What follows belongs to an exercise in optimizing a design on an open flow for small area; a production flow would make more cautious choices. The RTL was checked by simulation tests, not by an equivalence proof against the original design. Power and IR drop assume default switching activity.

==> module dcache, before the edit <==
module dcache #(
  parameter int IDX_W = 3
) (
  input  logic        CLK,
  input  logic        nRST,
  input  logic        halt,
  input  logic        dmemREN,
  input  logic        dmemWEN,
  input  logic [31:0] dmemaddr,
  input  logic [31:0] dmemstore,
  output logic        dhit,
  output logic [31:0] dmemload,
  output logic        flushed,
  output logic        dREN,
  output logic        dWEN,
  output logic [31:0] daddr,
  output logic [31:0] dstore,
  input  logic [31:0] dload,
  input  logic        dwait
);
  localparam int SETS  = 1 << IDX_W;
  localparam int TAG_W = 29 - IDX_W;
  logic                r_w, r_f, r_h, r_r;
  logic                n_w, n_f, n_h, n_r;
  logic [IDX_W-1:0]    r_fidx;
  logic [SETS-1:0]     r_valid;
  logic [SETS-1:0]     r_dirty;
  logic [TAG_W-1:0]    r_tag   [SETS];
  logic [31:0]         r_word0 [SETS];
  logic [31:0]         r_word1 [SETS];
  logic                w_idle, w_done, w_fchk, w_fl1;
  logic [IDX_W-1:0]    w_idx;
  logic [TAG_W-1:0]    w_tag_rd;
  logic                w_vd, w_hit, w_sthit, w_miss, w_last;
  logic                w_rsel, w_wsel, w_wr, w_tagwr;
  logic [31:0]         w_wdata;
  logic                w_unused;
  assign w_unused = &{1'b0, dmemaddr[1:0]};
  assign w_idle = ~(r_w | r_f | r_r);
  assign w_done = r_f & r_h & ~r_w;
  assign w_fchk = r_f & ~r_h & ~r_w;
  assign w_fl1  = r_f & r_h & r_w;
  assign w_last = &r_fidx;
  assign w_idx    = r_f ? r_fidx : dmemaddr[2+IDX_W:3];
  assign w_tag_rd = r_tag[w_idx];
  assign w_vd     = r_valid[w_idx] & r_dirty[w_idx];
  assign w_rsel   = w_idle ? dmemaddr[2] : r_h;
  assign dmemload = w_rsel ? r_word1[w_idx] : r_word0[w_idx];
  assign dstore   = dmemload;
  assign w_hit   = w_idle & ~halt & (dmemREN | dmemWEN) &
                   r_valid[w_idx] & (w_tag_rd == dmemaddr[31:3+IDX_W]);
  assign w_miss  = w_idle & ~halt & (dmemREN | dmemWEN) & ~w_hit;
  assign w_sthit = w_hit & dmemWEN;
  assign dhit    = w_hit;
  assign dREN    = r_r;
  assign dWEN    = r_w;
  assign flushed = w_done;
  assign daddr   = {w_tag_rd, w_idx, r_h, 2'b00};
  always_comb begin
    {n_w, n_f, n_h, n_r} = {r_w, r_f, r_h, r_r};
    if (w_idle) begin
      if (halt)        {n_w, n_f, n_h, n_r} = 4'b0100;
      else if (w_miss) {n_w, n_f, n_h, n_r} = w_vd ? 4'b1000 : 4'b0001;
    end else if (w_fchk) begin
      if (w_vd)        {n_w, n_f, n_h, n_r} = 4'b1100;
      else if (w_last) {n_w, n_f, n_h, n_r} = 4'b0110;
    end else if (!w_done && !dwait) begin
      if (!r_h)        n_h = 1'b1;                           
      else if (r_r)    {n_w, n_f, n_h, n_r} = 4'b0000;       
      else if (!r_f)   {n_w, n_f, n_h, n_r} = 4'b0001;       
      else             {n_w, n_f, n_h, n_r} = w_last ? 4'b0110 : 4'b0100;  
    end
  end
  always_ff @(posedge CLK or negedge nRST) begin
    if (!nRST) {r_w, r_f, r_h, r_r} <= 4'b0000;
    else       {r_w, r_f, r_h, r_r} <= {n_w, n_f, n_h, n_r};
  end
  always_ff @(posedge CLK) begin
    if (!r_f)                                  r_fidx <= '0;
    else if ((w_fchk & ~w_vd) | (w_fl1 & ~dwait)) r_fidx <= r_fidx + 1'b1;
  end
  assign w_wr    = r_r | w_sthit;
  assign w_wsel  = r_r ? r_h : dmemaddr[2];
  assign w_wdata = r_r ? dload : dmemstore;
  assign w_tagwr = (w_miss & ~w_vd) | (r_w & r_h & ~r_f & ~dwait);
  always_ff @(posedge CLK or negedge nRST) begin
    if (!nRST) r_valid <= '0;
    else if (w_tagwr) r_valid[w_idx] <= 1'b1;
  end
  always_ff @(posedge CLK) begin
    if (w_wr)    r_dirty[w_idx] <= ~r_r;
    if (w_tagwr) r_tag[w_idx]   <= dmemaddr[31:3+IDX_W];
    if (w_wr & ~w_wsel) r_word0[w_idx] <= w_wdata;
    if (w_wr &  w_wsel) r_word1[w_idx] <= w_wdata;
  end
endmodule
export LEC_CHECK = 0
export CAP_MARGIN = 20
export CORE_MARGIN = 2
export CORE_UTILIZATION = 30
export PLACE_DENSITY = 0.35
export SLEW_MARGIN = 20
create_clock -name core_clock -period 12.0 [get_ports {CLK}]
run.sh (not shown) runs the stock make flow with config.mk's settings and CLKGATE_MAP_FILE= SYNTH_SCRIPT=/design/flow/synth_recipe.tcl, a recipe that flattens the netlist after the stock synthesis.
==> next run, changes <==
--- a/flow/design.v
+++ b/flow/design.v
@@ -29,13 +29,13 @@
   logic [31:0]         r_word0 [SETS];
   logic [31:0]         r_word1 [SETS];
   logic                w_idle, w_done, w_fchk, w_fl1;
   logic [IDX_W-1:0]    w_idx;
   logic [TAG_W-1:0]    w_tag_rd;
   logic                w_vd, w_hit, w_sthit, w_miss, w_last;
-  logic                w_rsel, w_wsel, w_wr, w_tagwr;
+  logic                w_rsel, w_wsel, w_wr;
   logic [31:0]         w_wdata;
   logic                w_unused;
   assign w_unused = &{1'b0, dmemaddr[1:0]};
   assign w_idle = ~(r_w | r_f | r_r);
   assign w_done = r_f & r_h & ~r_w;
   assign w_fchk = r_f & ~r_h & ~r_w;
@@ -52,13 +52,13 @@
   assign w_miss  = w_idle & ~halt & (dmemREN | dmemWEN) & ~w_hit;
   assign w_sthit = w_hit & dmemWEN;
   assign dhit    = w_hit;
   assign dREN    = r_r;
   assign dWEN    = r_w;
   assign flushed = w_done;
-  assign daddr   = {w_tag_rd, w_idx, r_h, 2'b00};
+  assign daddr   = {r_w ? w_tag_rd : dmemaddr[31:3+IDX_W], w_idx, r_h, 2'b00};
   always_comb begin
     {n_w, n_f, n_h, n_r} = {r_w, r_f, r_h, r_r};
     if (w_idle) begin
       if (halt)        {n_w, n_f, n_h, n_r} = 4'b0100;
       else if (w_miss) {n_w, n_f, n_h, n_r} = w_vd ? 4'b1000 : 4'b0001;
     end else if (w_fchk) begin
@@ -79,18 +79,17 @@
     if (!r_f)                                  r_fidx <= '0;
     else if ((w_fchk & ~w_vd) | (w_fl1 & ~dwait)) r_fidx <= r_fidx + 1'b1;
   end
   assign w_wr    = r_r | w_sthit;
   assign w_wsel  = r_r ? r_h : dmemaddr[2];
   assign w_wdata = r_r ? dload : dmemstore;
-  assign w_tagwr = (w_miss & ~w_vd) | (r_w & r_h & ~r_f & ~dwait);
   always_ff @(posedge CLK or negedge nRST) begin
     if (!nRST) r_valid <= '0;
-    else if (w_tagwr) r_valid[w_idx] <= 1'b1;
+    else if (r_r) r_valid[w_idx] <= 1'b1;
   end
   always_ff @(posedge CLK) begin
-    if (w_wr)    r_dirty[w_idx] <= ~r_r;
-    if (w_tagwr) r_tag[w_idx]   <= dmemaddr[31:3+IDX_W];
+    if (w_wr) r_dirty[w_idx] <= ~r_r;
+    if (r_r)  r_tag[w_idx]   <= dmemaddr[31:3+IDX_W];
     if (w_wr & ~w_wsel) r_word0[w_idx] <= w_wdata;
     if (w_wr &  w_wsel) r_word1[w_idx] <= w_wdata;
   end
 endmodule
What happened: The new run completed without violations. Setup slack improved by 0.32 ns. Wire length hardly moves. Fmax came out higher by 3.5%. Die area goes up by 1.1%. Power is lower by 4.2%. Global-route usage goes down by 0.17 points. Hold slack gets worse by 0.012 ns. Sequential share of layout area drops by 0.39 points. Area after synthesis grows by 1.1%. Clock skew stays flat. Clock power hardly moves. First-iteration DRC count rises by 1.8%. Final cell count grows by 2.4%.

## separate check: timing with driven ports
How much do the figures lean on ideal ports? The routed layouts below were timed once more, with nothing changed but the port constraints. Step 1: set_driving_cell puts a clkbuf_16 on CLK and a buf_2 on each other input, an assumption about the parent block. Step 2 also shifts input and output timing later by t, the mid clock arrival at the registers, as if the neighbouring blocks saw the same clock. Three values: ideal ports, drivers, drivers and shift; two values: the first two.
run	t (ns)	setup WS [ns]	hold slack, ns
the first run	0.699	2.448 / 2.410 / 2.410	0.470 / 0.470 / 0.470
the second run	0.712	2.767 / 2.743 / 2.743	0.458 / 0.458 / 0.458
After both steps setup and hold are still met in every run listed. The setup slack of the first run, which loses most, moves by -0.038 ns with the drivers and by -0.038 ns with both steps.
